What follows belongs to an exercise in optimizing a design on an open flow for small area; a production flow would make more cautious choices.
In this exercise RTL edits were held to simulation tests only and were not proved equivalent to the original.
Power and IR drop assume default switching activity.

==> flow/design.v <==
module branch_predict_unit #(
    parameter int XLEN    = 32,
    parameter int ENTRIES = 64
) (
    input  logic            clk,
    input  logic            rst_n,
    input  logic [XLEN-1:0] PCF,
    output logic            PredTakenF,
    output logic [XLEN-1:0] PredTargetF,
    input  logic [2:0]      BranchTypeE,
    input  logic [XLEN-1:0] Operand1E,
    input  logic [XLEN-1:0] Operand2E,
    input  logic [XLEN-1:0] PCE,
    input  logic [XLEN-1:0] BrTargetE,
    input  logic            PredTakenE,
    input  logic [XLEN-1:0] PredTargetE,
    input  logic            StallE,
    input  logic            FlushE,
    output logic            BranchE,
    output logic            MispredE,
    output logic [XLEN-1:0] RedirectPCE
);
    localparam int IDX_W = $clog2(ENTRIES);
    localparam int TAG_W = XLEN - IDX_W - 2;
    localparam logic [2:0] NOBRANCH = 3'd0;
    localparam logic [2:0] BEQ      = 3'd1;
    localparam logic [2:0] BNE      = 3'd2;
    localparam logic [2:0] BLT      = 3'd3;
    localparam logic [2:0] BLTU     = 3'd4;
    localparam logic [2:0] BGE      = 3'd5;
    localparam logic [2:0] BGEU     = 3'd6;
    logic [ENTRIES-1:0] r_valid;
    logic [TAG_W-1:0]   r_tag    [ENTRIES];
    logic [XLEN-1:0]    r_target [ENTRIES];
    logic [1:0]         r_ctr    [ENTRIES];
    logic [IDX_W-1:0] w_idxF;
    logic [TAG_W-1:0] w_tagF;
    logic             w_hitF;
    logic [IDX_W-1:0] w_idxE;
    logic [TAG_W-1:0] w_tagE;
    logic             w_hitE;
    logic             w_taken;
    logic             w_isBr;
    logic             w_upd;
    assign w_idxF      = PCF[IDX_W+1:2];
    assign w_tagF      = PCF[XLEN-1:IDX_W+2];
    assign w_hitF      = r_valid[w_idxF] && (r_tag[w_idxF] == w_tagF);
    assign PredTakenF  = w_hitF && r_ctr[w_idxF][1];
    assign PredTargetF = r_target[w_idxF];
    always_comb begin
        w_taken = 1'b0;
        case (BranchTypeE)
            BEQ:     w_taken = (Operand1E == Operand2E);
            BNE:     w_taken = (Operand1E != Operand2E);
            BLT:     w_taken = ($signed(Operand1E) <  $signed(Operand2E));
            BGE:     w_taken = ($signed(Operand1E) >= $signed(Operand2E));
            BLTU:    w_taken = (Operand1E <  Operand2E);
            BGEU:    w_taken = (Operand1E >= Operand2E);
            default: w_taken = 1'b0;
        endcase
    end
    assign BranchE = w_taken;
    assign w_isBr  = (BranchTypeE != NOBRANCH) && !FlushE;
    assign MispredE = !FlushE && (w_isBr
        ? ((w_taken != PredTakenE) ||
           (w_taken && (PredTargetE != BrTargetE)))
        : PredTakenE);
    assign RedirectPCE = w_taken ? BrTargetE : PCE + XLEN'(4);
    assign w_idxE = PCE[IDX_W+1:2];
    assign w_tagE = PCE[XLEN-1:IDX_W+2];
    assign w_hitE = r_valid[w_idxE] && (r_tag[w_idxE] == w_tagE);
    assign w_upd  = !StallE && !FlushE;
    always_ff @(posedge clk or negedge rst_n) begin
        if (!rst_n) begin
            r_valid <= '0;
            for (int i = 0; i < ENTRIES; i++) begin
                r_ctr[i] <= 2'b01;
            end
        end else if (w_upd) begin
            if (w_isBr) begin
                if (w_hitE) begin
                    if (w_taken && r_ctr[w_idxE] != 2'b11) begin
                        r_ctr[w_idxE] <= r_ctr[w_idxE] + 2'd1;
                    end else if (!w_taken && r_ctr[w_idxE] != 2'b00) begin
                        r_ctr[w_idxE] <= r_ctr[w_idxE] - 2'd1;
                    end
                end else if (w_taken) begin
                    r_valid[w_idxE] <= 1'b1;
                    r_ctr[w_idxE]   <= 2'b10;
                end
            end else if (PredTakenE) begin
                r_valid[w_idxE] <= 1'b0;
            end
        end
    end
    always_ff @(posedge clk) begin
        if (rst_n && w_upd && w_isBr && w_taken) begin
            r_tag[w_idxE]    <= w_tagE;
            r_target[w_idxE] <= BrTargetE;
        end
    end
endmodule
==> flow/run.sh <==
#!/bin/bash
# synth_recipe.tcl (not shown) runs the flow's synth.tcl, then flattens the netlist and writes it again
# the make line also repeats each setting of config.mk as NAME=value (left out here)
make -C /OpenROAD-flow-scripts/flow DESIGN_CONFIG=/design/flow/config.mk WORK_HOME=/design/flow/orfs CLKGATE_MAP_FILE= SYNTH_SCRIPT=/design/flow/synth_recipe.tcl finish
==> flow/config.mk <==
export PLATFORM = sky130hd
export DESIGN_NAME = branch_predict_unit
export DESIGN_NICKNAME = branch_predict_unit
export VERILOG_FILES = /design/flow/design.v
export SDC_FILE = /design/flow/constraint.sdc
export NUM_CORES = 4
export LEC_CHECK = 0
export CAP_MARGIN = 20
export CORE_MARGIN = 2
export CORE_UTILIZATION = 35
export PLACE_DENSITY = 0.55
export SLEW_MARGIN = 20
==> flow/constraint.sdc <==
create_clock -name core_clock -period 8.0 [get_ports {clk}]
set_input_delay 1.6000 -clock core_clock [delete_from_list [all_inputs] [get_ports {clk}]]
set_output_delay 1.6000 -clock core_clock [all_outputs]
set_load 0.01 [all_outputs]
==> results.txt <==
Mapped Area -> 163000 sq um
Critical path startpoint -> PCF[5]
Critical path launch point type -> input pin
Final slew viol count -> 0
Initial antenna violation count -> 50
Worst Hold Depth -> 1
P&R area growth vs syn -> 16.5%
Crit path largest cell delay -> 0.57 ns
Avg Inst Size Synth -> 20.2 sq um
Worst setup EP type -> output port
Clk Latency, worst-skew pair -> 1.04 ns
Layout cells sized above 1 -> 31.1%
Row count -> 250
Syn_nets -> 8286
H-Tree Depth -> 5
Post-synth top area share -> 66.0%
R2r endpoint -> r_ctr[24][1]
Cell internal pwr -> 33600 uW
Slew headroom -> 17.5%
Gr ovfl total -> 0
Async S/R FF share, synth -> 5.08%
Port bufs -> 264
Seq pwr share -> 49.7%
Starting Density -> 35.2%
Pin count of the biggest net entering global routing -> 118
# IOs -> 267
Vias in the first global route -> 93576
Util after Layout -> 41.0%
Switching portion of total power -> 23.1%
Remaining antenna violation count -> 0
Routed via count -> 94300
Die area -> 471000 sq um
Die height -> 686 um
Yosys cell types -> 91
VDD IR max -> 0.231 mV
Crit path arrival time -> 6.20 ns
All-Layer GR Usage -> 24.6%
Clock share of power -> 42.6%
RSZ-0062 raised after global routing -> no
Vias/cell -> 6.22
Placeable core area -> 464000 sq um
Comb pwr share -> 7.6%
Top-count cell post-synth -> edfxtp_1
Synth Flop Type -> edfxtp_1
CP Class -> in2out
Power Density -> 230 nW/um^2
Clock Skew -> 0.100 ns
Routed len/inst -> 39.1 um
Syn. warnings -> 2
Clock transition at path regs -> 0.06 ns
DPL Wire Length -> 347000 um
Area contributors post-synth -> edfxtp_1 66%, mux4_2 19%, mux2i_1 2.0%, dfrtp_1 2.0%, dfstp_2 1.0%
Num CTS Buffers -> 392
Status -> timing/DRC/antenna clean
GP Congestion -> 0.925
Yosys top cell by area -> edfxtp_1
CP Cell Sequence -> clkdlybuf4s50_1 > inv_8 > buf_4 > mux4_2 > mux4_2 > xor2_1 > a31oi_2 > nand3_1 > buf_12 > nor4_1 > buf_4 > clkdlybuf4s50_1
First-pass GRT wire length -> 800000 um
Reg-to-reg setup timing slack -> 3.01 ns
Net load switching power -> 10100 uW
Nets -> 8873
DRC marker count from the first detailed-route iteration -> 14442
CTS Buffer Depth -> 4
Crit share post-route -> 97.4%
Routed WL -> 593000 um
Reg2reg start -> r_tag[7][12]
Yosys reg bits -> 3776
Fin Setup TNS -> 0 ns
CTS tree -> built
Max cap viols -> 0
Post-Synthesis Cells -> 8049
Critical path required time -> 6.40 ns
Drt first pass iters -> 7
Final setup fails -> 0
# DRC -> 0
Slowest cell on the critical path -> mux4_2
Slew @ Worst Pin -> 1.24 ns
Register area share after synthesis -> 69.0%
P_leak -> 0.0604 uW
Worst hold start -> r_ctr[41][1]
Root Buffer -> clkbuf_16
Number of synthesized flops with an enable pin -> 3584
Post-synth top cells -> 3584 x edfxtp_1, 1399 x mux4_2, 326 x mux2i_1
Worst hold-check path type -> reg2reg
Worst-path maximum fanout -> 18
R2R cell count -> 13
Min Tclk post-route -> 7.80 ns
Clock sinks -> 3776
Hold Vio Cnt, Final -> 0
F_max -> 0.128 GHz
Chip width -> 686 um
Crit path to -> PredTakenF
what timing repair did:
item                                    CTS  global route
resized for setup                         2             9
hold buffers                              0             0
pin swaps                                 0             0
gates cloned                              0             2
endpoints found under the setup margin    1             2
buffers inserted                          0             0
registers in the layout, indices dropped and copies added (netlist names), named ones only:
signal,count
r_tag,1536
r_target,2048
r_ctr,128
cell type report:
| type | instances | area, sq um |
|---|---|---|
| fillers | 40768 | 274000 |
| flip-flops and latches | 3776 | 113000 |
| multi-input cells | 3616 | 48400 |
| clock buffers | 473 | 10200 |
| repair buffers | 766 | 7840 |
| well taps | 6174 | 7720 |
| clock inverters | 245 | 2740 |
| inverters | 84 | 324 |
| diodes | 28 | 70.1 |
stage by stage:
stage | worst slack, ns | std cells | instance area, sq um | hold WS [ns] | power (uW)
2_1_floorplan | -0.129 | 8049 | 163000 | 0.471 | 23800
3_3_place_gp | -0.487 | 14412 | 177000 | 0.500 | 25400
3_5_place_dp | -0.266 | 14413 | 177000 | 0.520 | 25400
4_1_cts | 0.0376 | 15131 | 190000 | 0.533 | 43900
5_1_grt | 0.00458 | 15137 | 190000 | 0.557 | 44800
6_report | 0.204 | 15162 | 190000 | 0.541 | 43700
power by group through the flow:
stage          Sequential (uW)  Combinational (uW)  Clock [uW]
5_1_grt                  21700                3460       19600
4_1_cts                  21700                3290       18900
3_5_place_dp             22100                3280           0
3_3_place_gp             22100                3240           0
6_report                 21700                3330       18600
2_1_floorplan            22100                1710           0
logic make-up (layout without fill, tap and decap cells):
kind of cell	Yosys count	after routing	share of synthesized area [%]
DFF	3776	3776	69.0
muxes	1890	1890	22.5
and+or+nand+nor	828	828	2.66
AOI/OAI and AO/OA	753	753	3.29
buffers and inverters	657	1568	1.69
xor gates and xnor gates	108	108	0.580
adders and majority gates	37	37	0.284
other	0	28	0
worst min-delay path by stage:
stage	endpoint	slack, ns
detailed placement	r_ctr[28][1]	0.52
finish	r_ctr[41][1]	0.54
global route	r_ctr[41][1]	0.56
floorplan	r_ctr[41][1]	0.47
CTS	r_ctr[15][1]	0.53
global placement	r_ctr[15][1]	0.50
worst max-delay path, delay by kind of cell:
kind	cells	cell delay, ns
buffers and inverters	6	2.11
multiplexers	2	1.06
AND/OR/NAND/NOR	2	0.52
AO/OA/AOI/OAI	1	0.48
XOR/XNOR	1	0.33
layout by cell type (no fill, tap or decap), types with 37 or more instances in the layout:
cell / instances
dfrtp_1: 128
nor2_1: 104
a221oi_1: 82
clkbuf_16: 398
inv_1: 76
mux2_1: 99
o21ai_0: 76
clkdlybuf4s50_1: 194
mux4_2: 1399
mux2i_1: 326
dfstp_2: 64
xor2_1: 41
buf_4: 374
and3_1: 49
buf_2: 55
ha_1: 37
xnor2_1: 62
nand3b_1: 41
mux2_2: 66
clkinv_2: 71
a21oi_1: 139
nand4_1: 74
nor2_4: 60
bufinv_16: 44
buf_12: 129
clkbuf_1: 75
o22ai_1: 59
nand3_1: 102
nand2_1: 181
edfxtp_1: 3584
clkinv_1: 90
a22oi_1: 136
layer usage:
layer / vias to the layer above / share of wire (%) / track usage, %
li1: 35607 / - / -
met1: 51182 / 38 / 32.8
met2: 6194 / 46 / 38.1
met3: 1285 / 11 / 6.72
met4: 32 / 4.7 / 10.1
met5: - / 0.089 / 0

[port drivers added, routing unchanged]
The results above use ideal ports. As a check the final layout listed here was re-extracted and re-timed, cells and wires unchanged.
Step 1 sets driving cells, clkbuf_16 on the clock port and buf_2 on the other inputs (assumed; they add their load-dependent delay and slew).
Step 2 times the ports against the registers' clock, not the clock port: input delays grow and output delays shrink by t, the midpoint of the rising clock arrivals with the driver on.
Three values: ideal ports, drivers, drivers and shift; two values: the first two.
t, ns: 1.113
setup slack, ns: 0.204 / 0.097 / 0.097
latest minus earliest clock arrival (ns): 0.101 / 0.101
slew at the worst register clock pin (ns): 0.07 / 0.07
After both steps this run still meets setup and hold. The setup slack of this run moves by -0.107 ns with the drivers and by -0.107 ns with both steps.
